From an optimization exercise on the open Yosys and OpenROAD flow, aimed at small area; shortcuts taken in it are not production practice. Only simulation tests tie the RTL to the original design; equivalence was not proved. No activity file was given, so power comes from the tool's default toggle rates.

## prize_field
module prize_field (
	input  logic        clk,
	input  logic        resetN,
	input  logic [10:0] pixel_x,
	input  logic [10:0] pixel_y,
	input  logic [10:0] player_x,
	input  logic [10:0] player_y,
	input  logic        prize_hit,
	input  logic        block_hit,
	input  logic [3:0]  hit_edge,
	input  logic        level,
	input  logic        next_level,
	input  logic        player_alive,
	input  logic [9:0]  random_bits,
	output logic        draw,
	output logic [2:0]  prize_kind,
	output logic [10:0] tile_left,
	output logic [10:0] tile_top,
	output logic [1:0]  color_variant
);
For scale: ~490 cells after synthesis, ~93 I/O pins, about 0.0044 mm2 of cells after synthesis.
clock: 5.0 ns
lec_check: 0
cap_margin: 20
core_margin: 2
core_utilization: 55
gpl_timing_driven: 0
slew_margin: 20
standard.sh (not shown) runs the stock make flow with config.mk's settings and CLKGATE_MAP_FILE= SYNTH_SCRIPT=/design/flow/synth_recipe.tcl, a recipe that flattens the netlist after the stock synthesis.
==> flow/flow/run.sh <==
#!/bin/bash
# The standard layout (standard.sh), with three changes:
#  - synthesis maps the logic with an area-oriented ABC script (synth.tcl,
#    area.abc); flip-flops are mapped as in the standard synthesis;
#  - port buffers are buf_1;
#  - the clock tree uses small clock buffers and no dummy loads.
# Each make step's full log stays under orfs/logs/; the make output as a
# whole goes to make.log here.
set -euo pipefail
here=$(pwd)
export AREA_ABC_SCRIPT=$here/flow/area.abc
export BUFFER_PORTS_ARGS="-buffer_cell sky130_fd_sc_hd__buf_1"
export CTS_ARGS="-sink_clustering_enable -repair_clock_nets -dont_use_dummy_load -buf_list {sky130_fd_sc_hd__clkbuf_2 sky130_fd_sc_hd__clkbuf_4}"
bash standard.sh SYNTH_SCRIPT=$here/flow/synth.tcl SKIP_REPAIR_TIE_FANOUT=1 finish > make.log 2>&1
==> flow/flow/area.abc <==
strash
dc2
&get -n
&dch -f
&nf -a -R 1000
&put
==> flow/flow/synth.tcl <==
# synth_recipe.tcl (the standard synthesis) with one change: ABC maps the
# logic for area with an area-recovering script, and only with the
# smallest drive strength of each cell (placement and timing repair
# resize where needed). Flip-flops are mapped before ABC runs, as before.
proc synth {args} { yosys synth -nofsm -noshare {*}$args }
proc abc {args} {
  set out {}
  set skip 0
  foreach a $args {
    if {$skip} { set skip 0; continue }
    if {$a eq "-script"} {
      set skip 1
      continue
    }
    lappend out $a
  }
  foreach p {_2 _3 _4 _6 _8 _12 _16} { lappend out -dont_use "*$p" }
  yosys abc -script $::env(AREA_ABC_SCRIPT) {*}$out
}
source $::env(SCRIPTS_DIR)/synth.tcl
# left out here: clear keep_hierarchy, flatten, clean up, hide names made inside functions, write 1_2_yosys.v
The starting point produced a clean layout.
Next try:
--- a/flow/flow/run.sh
+++ b/flow/flow/run.sh
@@ -14 +14 @@
-bash standard.sh SYNTH_SCRIPT=$here/flow/synth.tcl SKIP_REPAIR_TIE_FANOUT=1 finish > make.log 2>&1
+bash standard.sh SYNTH_SCRIPT=$here/flow/synth.tcl finish > make.log 2>&1
Settings changed: CORE_UTILIZATION 55 to 40.
Register-to-register slack gets worse by 0.02 ns.
Design area climbs by 2.0%.
Global-route usage fell by 6.8 points.
Sequential cell count does not change.
Critical path depth does not change.
Synthesized area does not change.
Count of clock-buffer cells in the layout is unchanged.
Clock skew goes up by 0.0046 ns.
Via count hardly moves.
Power came out higher by 0.45%.
Next try:
--- a/flow/flow/run.sh
+++ b/flow/flow/run.sh
@@ -10,0 +11,3 @@
+export SYNTH_INSBUF=0
+# Keep timing repair from picking very large cells.
+export DONT_USE_CELLS="sky130_fd_sc_hd__buf_12 sky130_fd_sc_hd__buf_16 sky130_fd_sc_hd__buf_6 sky130_fd_sc_hd__buf_8 sky130_fd_sc_hd__bufbuf_16 sky130_fd_sc_hd__bufbuf_8 sky130_fd_sc_hd__bufinv_16 sky130_fd_sc_hd__bufinv_8 sky130_fd_sc_hd__clkbuf_16 sky130_fd_sc_hd__clkbuf_8 sky130_fd_sc_hd__clkinv_16 sky130_fd_sc_hd__clkinv_8 sky130_fd_sc_hd__ebufn_8 sky130_fd_sc_hd__einvn_8 sky130_fd_sc_hd__einvp_8 sky130_fd_sc_hd__inv_12 sky130_fd_sc_hd__inv_16 sky130_fd_sc_hd__inv_6 sky130_fd_sc_hd__inv_8 sky130_fd_sc_hd__mux2_8 sky130_fd_sc_hd__nand2_8 sky130_fd_sc_hd__nor2_8 "
@@ -14 +17 @@
-bash standard.sh SYNTH_SCRIPT=$here/flow/synth.tcl finish > make.log 2>&1
+bash standard.sh SYNTH_SCRIPT=$here/flow/synth.tcl SKIP_REPAIR_TIE_FANOUT=1 finish > make.log 2>&1
Settings changed: CAP_MARGIN 20 to 0, CORE_UTILIZATION 40 to 55, SLEW_MARGIN 20 to 0.
Final cell count came out lower by roughly a tenth.
Die area shrinks by a quarter to a third.
Total power shrinks slightly.
Hold slack hardly moves.
Next try:
--- a/flow/flow/run.sh
+++ b/flow/flow/run.sh
@@ -12,2 +11,0 @@
-# Keep timing repair from picking very large cells.
-export DONT_USE_CELLS="sky130_fd_sc_hd__buf_12 sky130_fd_sc_hd__buf_16 sky130_fd_sc_hd__buf_6 sky130_fd_sc_hd__buf_8 sky130_fd_sc_hd__bufbuf_16 sky130_fd_sc_hd__bufbuf_8 sky130_fd_sc_hd__bufinv_16 sky130_fd_sc_hd__bufinv_8 sky130_fd_sc_hd__clkbuf_16 sky130_fd_sc_hd__clkbuf_8 sky130_fd_sc_hd__clkinv_16 sky130_fd_sc_hd__clkinv_8 sky130_fd_sc_hd__ebufn_8 sky130_fd_sc_hd__einvn_8 sky130_fd_sc_hd__einvp_8 sky130_fd_sc_hd__inv_12 sky130_fd_sc_hd__inv_16 sky130_fd_sc_hd__inv_6 sky130_fd_sc_hd__inv_8 sky130_fd_sc_hd__mux2_8 sky130_fd_sc_hd__nand2_8 sky130_fd_sc_hd__nor2_8 "
Settings changed: CAP_MARGIN 0 to 20, SLEW_MARGIN 0 to 20.
The new run finished clean.
Power barely changes.
Global-route usage hardly moves.
Setup slack gets better by 0.19 ns.
Cell count stays flat.
Sequential cell count does not change.
Clock power barely changes.
Routed wire length stays flat.
Cell area rose slightly.
Next try:
Settings changed: CAP_MARGIN 20 to 0, SLEW_MARGIN 20 to 0.
The changed run finished clean.
Synthesized area is unchanged.
Global-route usage hardly moves.
Core utilization decreases by 0.28 points.
Wire length barely changes.

========
prize_field, a different RTL version from the one above (not shown whole).
For scale: about 440 cells after synthesis, ~93 I/O pins.
Settings: LEC_CHECK=0, CAP_MARGIN=10, CORE_MARGIN=2, CORE_UTILIZATION=45, GPL_TIMING_DRIVEN=0, SLEW_MARGIN=10; clock period 5.0 ns.
==> flow/flow/run.sh <==
#!/bin/bash
# The standard layout (standard.sh), with these changes:
#  - synthesis maps the logic with an area-oriented ABC script (synth.tcl,
#    area.abc); flip-flops are mapped as in the standard synthesis;
#  - buffers that synthesis would put on outputs are left out
#    (SYNTH_INSBUF=0), and the one tie cell drives every constant output;
#  - port buffers are buf_1;
#  - the clock tree uses clkbuf_8 and no dummy loads.
# Each make step's full log stays under orfs/logs/; the make output as a
# whole goes to make.log here.
set -euo pipefail
here=$(pwd)
# The platform's don't-use cells; very large cells that timing repair
# would otherwise pick for the one high-fanout net; and a22o, nor3 and nor4,
# so that the map's decoders come out as NAND-style gates, which need less
# upsizing in the layout. Given on the make command line, since ORFS re-runs
# make for each step without the environment's additions to this list.
dont_use="sky130_fd_sc_hd__probe_p_8 sky130_fd_sc_hd__probec_p_8 sky130_fd_sc_hd__lpflow_bleeder_1 sky130_fd_sc_hd__lpflow_clkbufkapwr_1 sky130_fd_sc_hd__lpflow_clkbufkapwr_16 sky130_fd_sc_hd__lpflow_clkbufkapwr_2 sky130_fd_sc_hd__lpflow_clkbufkapwr_4 sky130_fd_sc_hd__lpflow_clkbufkapwr_8 sky130_fd_sc_hd__lpflow_clkinvkapwr_1 sky130_fd_sc_hd__lpflow_clkinvkapwr_16 sky130_fd_sc_hd__lpflow_clkinvkapwr_2 sky130_fd_sc_hd__lpflow_clkinvkapwr_4 sky130_fd_sc_hd__lpflow_clkinvkapwr_8 sky130_fd_sc_hd__lpflow_decapkapwr_12 sky130_fd_sc_hd__lpflow_decapkapwr_3 sky130_fd_sc_hd__lpflow_decapkapwr_4 sky130_fd_sc_hd__lpflow_decapkapwr_6 sky130_fd_sc_hd__lpflow_decapkapwr_8 sky130_fd_sc_hd__lpflow_inputiso0n_1 sky130_fd_sc_hd__lpflow_inputiso0p_1 sky130_fd_sc_hd__lpflow_inputiso1n_1 sky130_fd_sc_hd__lpflow_inputiso1p_1 sky130_fd_sc_hd__lpflow_inputisolatch_1 sky130_fd_sc_hd__lpflow_isobufsrc_1 sky130_fd_sc_hd__lpflow_isobufsrc_16 sky130_fd_sc_hd__lpflow_isobufsrc_2 sky130_fd_sc_hd__lpflow_isobufsrc_4 sky130_fd_sc_hd__lpflow_isobufsrc_8 sky130_fd_sc_hd__lpflow_isobufsrckapwr_16 sky130_fd_sc_hd__lpflow_lsbuf_lh_hl_isowell_tap_1 sky130_fd_sc_hd__lpflow_lsbuf_lh_hl_isowell_tap_2 sky130_fd_sc_hd__lpflow_lsbuf_lh_hl_isowell_tap_4 sky130_fd_sc_hd__lpflow_lsbuf_lh_isowell_4 sky130_fd_sc_hd__lpflow_lsbuf_lh_isowell_tap_1 sky130_fd_sc_hd__lpflow_lsbuf_lh_isowell_tap_2 sky130_fd_sc_hd__lpflow_lsbuf_lh_isowell_tap_4 sky130_fd_sc_hd__buf_12 sky130_fd_sc_hd__buf_16 sky130_fd_sc_hd__buf_6 sky130_fd_sc_hd__buf_8 sky130_fd_sc_hd__bufbuf_16 sky130_fd_sc_hd__bufbuf_8 sky130_fd_sc_hd__bufinv_16 sky130_fd_sc_hd__bufinv_8 sky130_fd_sc_hd__clkbuf_16 sky130_fd_sc_hd__clkbuf_8 sky130_fd_sc_hd__clkinv_16 sky130_fd_sc_hd__clkinv_8 sky130_fd_sc_hd__ebufn_8 sky130_fd_sc_hd__einvn_8 sky130_fd_sc_hd__einvp_8 sky130_fd_sc_hd__inv_12 sky130_fd_sc_hd__inv_16 sky130_fd_sc_hd__inv_6 sky130_fd_sc_hd__inv_8 sky130_fd_sc_hd__mux2_8 sky130_fd_sc_hd__nand2_8 sky130_fd_sc_hd__nor2_8 sky130_fd_sc_hd__a22o_1 sky130_fd_sc_hd__a22o_2 sky130_fd_sc_hd__a22o_4 sky130_fd_sc_hd__nor3_1 sky130_fd_sc_hd__nor3_2 sky130_fd_sc_hd__nor3_4 sky130_fd_sc_hd__nor4_1 sky130_fd_sc_hd__nor4_2 sky130_fd_sc_hd__nor4_4"
export SYNTH_INSBUF=0
export AREA_ABC_SCRIPT=$here/flow/area.abc
export BUFFER_PORTS_ARGS="-buffer_cell sky130_fd_sc_hd__buf_1"
export CTS_ARGS="-sink_clustering_enable -repair_clock_nets -dont_use_dummy_load -buf_list {sky130_fd_sc_hd__clkbuf_8}"
bash standard.sh SYNTH_SCRIPT=$here/flow/synth.tcl SKIP_REPAIR_TIE_FANOUT=1 DONT_USE_CELLS="$dont_use" finish > make.log 2>&1
Scripts as last shown in full above: flow/flow/area.abc, flow/flow/synth.tcl
The starting point ran to the end with no violations.
Rerun with:
--- a/flow/config.mk
+++ b/flow/config.mk
@@ -8,5 +8,5 @@
 export CAP_MARGIN = 10
 export CORE_MARGIN = 2
-export CORE_UTILIZATION = 45
+export CORE_UTILIZATION = 65
 export GPL_TIMING_DRIVEN = 0
 export SLEW_MARGIN = 10
The new run finished clean.
Worst hold slack got worse by 0.013 ns.
Cell count falls by a few percent.
Critical path depth stays the same.
Worst setup slack got worse by 0.32 ns.
Fmax falls by a little under a tenth.
Flip-flop and latch count does not change.
Die area falls by a quarter to a third.
Routed wire length falls by a few percent.
Core utilization rises by 23 points.
Power falls slightly.
Global-route usage rises by 8.3 points.
Rerun with:
==> flow/flow/run.sh (replaced) <==
#!/bin/bash
# The standard layout (standard.sh), with three changes:
#  - synthesis maps the logic with an area-oriented ABC script (synth.tcl,
#    area.abc); flip-flops are mapped as in the standard synthesis;
#  - port buffers are buf_1;
#  - the clock tree uses small clock buffers and no dummy loads.
# Each make step's full log stays under orfs/logs/; the make output as a
# whole goes to make.log here.
set -euo pipefail
here=$(pwd)
# The platform's don't-use cells, and very large cells that timing repair
# would otherwise pick for the one high-fanout net (given on the make command
# line, since ORFS re-runs make for each step without the environment's
# additions to this list).
dont_use="sky130_fd_sc_hd__probe_p_8 sky130_fd_sc_hd__probec_p_8 sky130_fd_sc_hd__lpflow_bleeder_1 sky130_fd_sc_hd__lpflow_clkbufkapwr_1 sky130_fd_sc_hd__lpflow_clkbufkapwr_16 sky130_fd_sc_hd__lpflow_clkbufkapwr_2 sky130_fd_sc_hd__lpflow_clkbufkapwr_4 sky130_fd_sc_hd__lpflow_clkbufkapwr_8 sky130_fd_sc_hd__lpflow_clkinvkapwr_1 sky130_fd_sc_hd__lpflow_clkinvkapwr_16 sky130_fd_sc_hd__lpflow_clkinvkapwr_2 sky130_fd_sc_hd__lpflow_clkinvkapwr_4 sky130_fd_sc_hd__lpflow_clkinvkapwr_8 sky130_fd_sc_hd__lpflow_decapkapwr_12 sky130_fd_sc_hd__lpflow_decapkapwr_3 sky130_fd_sc_hd__lpflow_decapkapwr_4 sky130_fd_sc_hd__lpflow_decapkapwr_6 sky130_fd_sc_hd__lpflow_decapkapwr_8 sky130_fd_sc_hd__lpflow_inputiso0n_1 sky130_fd_sc_hd__lpflow_inputiso0p_1 sky130_fd_sc_hd__lpflow_inputiso1n_1 sky130_fd_sc_hd__lpflow_inputiso1p_1 sky130_fd_sc_hd__lpflow_inputisolatch_1 sky130_fd_sc_hd__lpflow_isobufsrc_1 sky130_fd_sc_hd__lpflow_isobufsrc_16 sky130_fd_sc_hd__lpflow_isobufsrc_2 sky130_fd_sc_hd__lpflow_isobufsrc_4 sky130_fd_sc_hd__lpflow_isobufsrc_8 sky130_fd_sc_hd__lpflow_isobufsrckapwr_16 sky130_fd_sc_hd__lpflow_lsbuf_lh_hl_isowell_tap_1 sky130_fd_sc_hd__lpflow_lsbuf_lh_hl_isowell_tap_2 sky130_fd_sc_hd__lpflow_lsbuf_lh_hl_isowell_tap_4 sky130_fd_sc_hd__lpflow_lsbuf_lh_isowell_4 sky130_fd_sc_hd__lpflow_lsbuf_lh_isowell_tap_1 sky130_fd_sc_hd__lpflow_lsbuf_lh_isowell_tap_2 sky130_fd_sc_hd__lpflow_lsbuf_lh_isowell_tap_4 sky130_fd_sc_hd__buf_12 sky130_fd_sc_hd__buf_16 sky130_fd_sc_hd__buf_6 sky130_fd_sc_hd__buf_8 sky130_fd_sc_hd__bufbuf_16 sky130_fd_sc_hd__bufbuf_8 sky130_fd_sc_hd__bufinv_16 sky130_fd_sc_hd__bufinv_8 sky130_fd_sc_hd__clkbuf_16 sky130_fd_sc_hd__clkbuf_8 sky130_fd_sc_hd__clkinv_16 sky130_fd_sc_hd__clkinv_8 sky130_fd_sc_hd__ebufn_8 sky130_fd_sc_hd__einvn_8 sky130_fd_sc_hd__einvp_8 sky130_fd_sc_hd__inv_12 sky130_fd_sc_hd__inv_16 sky130_fd_sc_hd__inv_6 sky130_fd_sc_hd__inv_8 sky130_fd_sc_hd__mux2_8 sky130_fd_sc_hd__nand2_8 sky130_fd_sc_hd__nor2_8 sky130_fd_sc_hd__a22o_1 sky130_fd_sc_hd__a22o_2 sky130_fd_sc_hd__a22o_4 sky130_fd_sc_hd__nor3_1 sky130_fd_sc_hd__nor3_2 sky130_fd_sc_hd__nor3_4 sky130_fd_sc_hd__nor4_1 sky130_fd_sc_hd__nor4_2 sky130_fd_sc_hd__nor4_4"
export SYNTH_INSBUF=0
export AREA_ABC_SCRIPT=$here/flow/area.abc
export BUFFER_PORTS_ARGS="-buffer_cell sky130_fd_sc_hd__buf_1"
export CTS_ARGS="-sink_clustering_enable -repair_clock_nets -dont_use_dummy_load -buf_list {sky130_fd_sc_hd__clkbuf_8}"
bash standard.sh SYNTH_SCRIPT=$here/flow/synth.tcl SKIP_REPAIR_TIE_FANOUT=1 DONT_USE_CELLS="$dont_use" finish > make.log 2>&1
--- a/flow/config.mk
+++ b/flow/config.mk
@@ -8,5 +8,5 @@
 export CAP_MARGIN = 10
 export CORE_MARGIN = 2
-export CORE_UTILIZATION = 65
+export CORE_UTILIZATION = 55
 export GPL_TIMING_DRIVEN = 0
 export SLEW_MARGIN = 10
Outcome: The changed run completed without violations; via count decreases by 5.1%; hold slack gains 0.011 ns; worst setup slack gains 0.091 ns.
Rerun with:
==> flow/flow/run.sh (replaced) <==
#!/bin/bash
# The standard layout (standard.sh), with these changes:
#  - synthesis maps the logic with an area-oriented ABC script (synth.tcl,
#    area.abc); flip-flops are mapped as in the standard synthesis;
#  - buffers that synthesis would put on outputs are left out
#    (SYNTH_INSBUF=0), and the one tie cell drives every constant output;
#  - port buffers are buf_1;
#  - the clock tree uses clkbuf_8 and no dummy loads.
# Each make step's full log stays under orfs/logs/; the make output as a
# whole goes to make.log here.
set -euo pipefail
here=$(pwd)
# The platform's don't-use cells; very large cells that timing repair
# would otherwise pick for the one high-fanout net; and a22o, nor3 and nor4,
# so that the map's decoders come out as NAND-style gates, which need less
# upsizing in the layout. Given on the make command line, since ORFS re-runs
# make for each step without the environment's additions to this list.
dont_use="sky130_fd_sc_hd__probe_p_8 sky130_fd_sc_hd__probec_p_8 sky130_fd_sc_hd__lpflow_bleeder_1 sky130_fd_sc_hd__lpflow_clkbufkapwr_1 sky130_fd_sc_hd__lpflow_clkbufkapwr_16 sky130_fd_sc_hd__lpflow_clkbufkapwr_2 sky130_fd_sc_hd__lpflow_clkbufkapwr_4 sky130_fd_sc_hd__lpflow_clkbufkapwr_8 sky130_fd_sc_hd__lpflow_clkinvkapwr_1 sky130_fd_sc_hd__lpflow_clkinvkapwr_16 sky130_fd_sc_hd__lpflow_clkinvkapwr_2 sky130_fd_sc_hd__lpflow_clkinvkapwr_4 sky130_fd_sc_hd__lpflow_clkinvkapwr_8 sky130_fd_sc_hd__lpflow_decapkapwr_12 sky130_fd_sc_hd__lpflow_decapkapwr_3 sky130_fd_sc_hd__lpflow_decapkapwr_4 sky130_fd_sc_hd__lpflow_decapkapwr_6 sky130_fd_sc_hd__lpflow_decapkapwr_8 sky130_fd_sc_hd__lpflow_inputiso0n_1 sky130_fd_sc_hd__lpflow_inputiso0p_1 sky130_fd_sc_hd__lpflow_inputiso1n_1 sky130_fd_sc_hd__lpflow_inputiso1p_1 sky130_fd_sc_hd__lpflow_inputisolatch_1 sky130_fd_sc_hd__lpflow_isobufsrc_1 sky130_fd_sc_hd__lpflow_isobufsrc_16 sky130_fd_sc_hd__lpflow_isobufsrc_2 sky130_fd_sc_hd__lpflow_isobufsrc_4 sky130_fd_sc_hd__lpflow_isobufsrc_8 sky130_fd_sc_hd__lpflow_isobufsrckapwr_16 sky130_fd_sc_hd__lpflow_lsbuf_lh_hl_isowell_tap_1 sky130_fd_sc_hd__lpflow_lsbuf_lh_hl_isowell_tap_2 sky130_fd_sc_hd__lpflow_lsbuf_lh_hl_isowell_tap_4 sky130_fd_sc_hd__lpflow_lsbuf_lh_isowell_4 sky130_fd_sc_hd__lpflow_lsbuf_lh_isowell_tap_1 sky130_fd_sc_hd__lpflow_lsbuf_lh_isowell_tap_2 sky130_fd_sc_hd__lpflow_lsbuf_lh_isowell_tap_4 sky130_fd_sc_hd__buf_12 sky130_fd_sc_hd__buf_16 sky130_fd_sc_hd__buf_6 sky130_fd_sc_hd__buf_8 sky130_fd_sc_hd__bufbuf_16 sky130_fd_sc_hd__bufbuf_8 sky130_fd_sc_hd__bufinv_16 sky130_fd_sc_hd__bufinv_8 sky130_fd_sc_hd__clkbuf_16 sky130_fd_sc_hd__clkbuf_8 sky130_fd_sc_hd__clkinv_16 sky130_fd_sc_hd__clkinv_8 sky130_fd_sc_hd__ebufn_8 sky130_fd_sc_hd__einvn_8 sky130_fd_sc_hd__einvp_8 sky130_fd_sc_hd__inv_12 sky130_fd_sc_hd__inv_16 sky130_fd_sc_hd__inv_6 sky130_fd_sc_hd__inv_8 sky130_fd_sc_hd__mux2_8 sky130_fd_sc_hd__nand2_8 sky130_fd_sc_hd__nor2_8 sky130_fd_sc_hd__a22o_1 sky130_fd_sc_hd__a22o_2 sky130_fd_sc_hd__a22o_4 sky130_fd_sc_hd__nor3_1 sky130_fd_sc_hd__nor3_2 sky130_fd_sc_hd__nor3_4 sky130_fd_sc_hd__nor4_1 sky130_fd_sc_hd__nor4_2 sky130_fd_sc_hd__nor4_4"
export SYNTH_INSBUF=0
export AREA_ABC_SCRIPT=$here/flow/area.abc
export BUFFER_PORTS_ARGS="-buffer_cell sky130_fd_sc_hd__buf_1"
export CTS_ARGS="-sink_clustering_enable -repair_clock_nets -dont_use_dummy_load -buf_list {sky130_fd_sc_hd__clkbuf_8}"
bash standard.sh SYNTH_SCRIPT=$here/flow/synth.tcl SKIP_REPAIR_TIE_FANOUT=1 DONT_USE_CELLS="$dont_use" finish > make.log 2>&1
Utilization is unchanged. Sequential power hardly moves. Clock power stays flat.

-- static timing again, ports no longer ideal --
In the flow no input, the clock included, has a driving cell. The finished layouts below were timed again as built, in two steps.
Step 1, drivers: a clkbuf_16 drives clk and a buf_2 each remaining input, both assumed.
Step 2, shift: input delay + t, output delay - t, t = (earliest + latest rising clock arrival at the registers) / 2. This alone moves slack from input paths to output paths.
Three values: ideal, step 1, step 2; two values: the first two.
run	shift t [ns]	setup WS [ns]	worst hold slack (ns)	worst slew at a driven data input, ns	cell pins on the clock port's net
the first run of note 1	0.516	2.020 / 2.019 / 1.503	0.326 / 0.326 / 0.326	0.04	1
the second run of note 1	0.520	1.840 / 1.836 / 1.316	0.328 / 0.328 / 0.328	0.04	1
the third run of note 1	0.524	1.741 / 1.738 / 1.214	0.327 / 0.327 / 0.327	0.04	1
the fourth run of note 1	0.518	1.935 / 1.926 / 1.408	0.306 / 0.306 / 0.306	0.04	1
the fifth run of note 1	0.524	1.741 / 1.738 / 1.214	0.327 / 0.327 / 0.327	0.04	1
the first run of note 2	0.399	1.630 / 1.639 / 1.240	0.331 / 0.331 / 0.331	0.04	1
the second run of note 2	0.387	1.306 / 1.322 / 0.935	0.319 / 0.319 / 0.319	0.04	1
the third run of note 2	0.389	1.397 / 1.406 / 1.017	0.329 / 0.329 / 0.329	0.04	1
the fourth run of note 2	0.389	1.397 / 1.406 / 1.017	0.329 / 0.329 / 0.329	0.04	1
After both steps setup and hold are still met in every run listed.
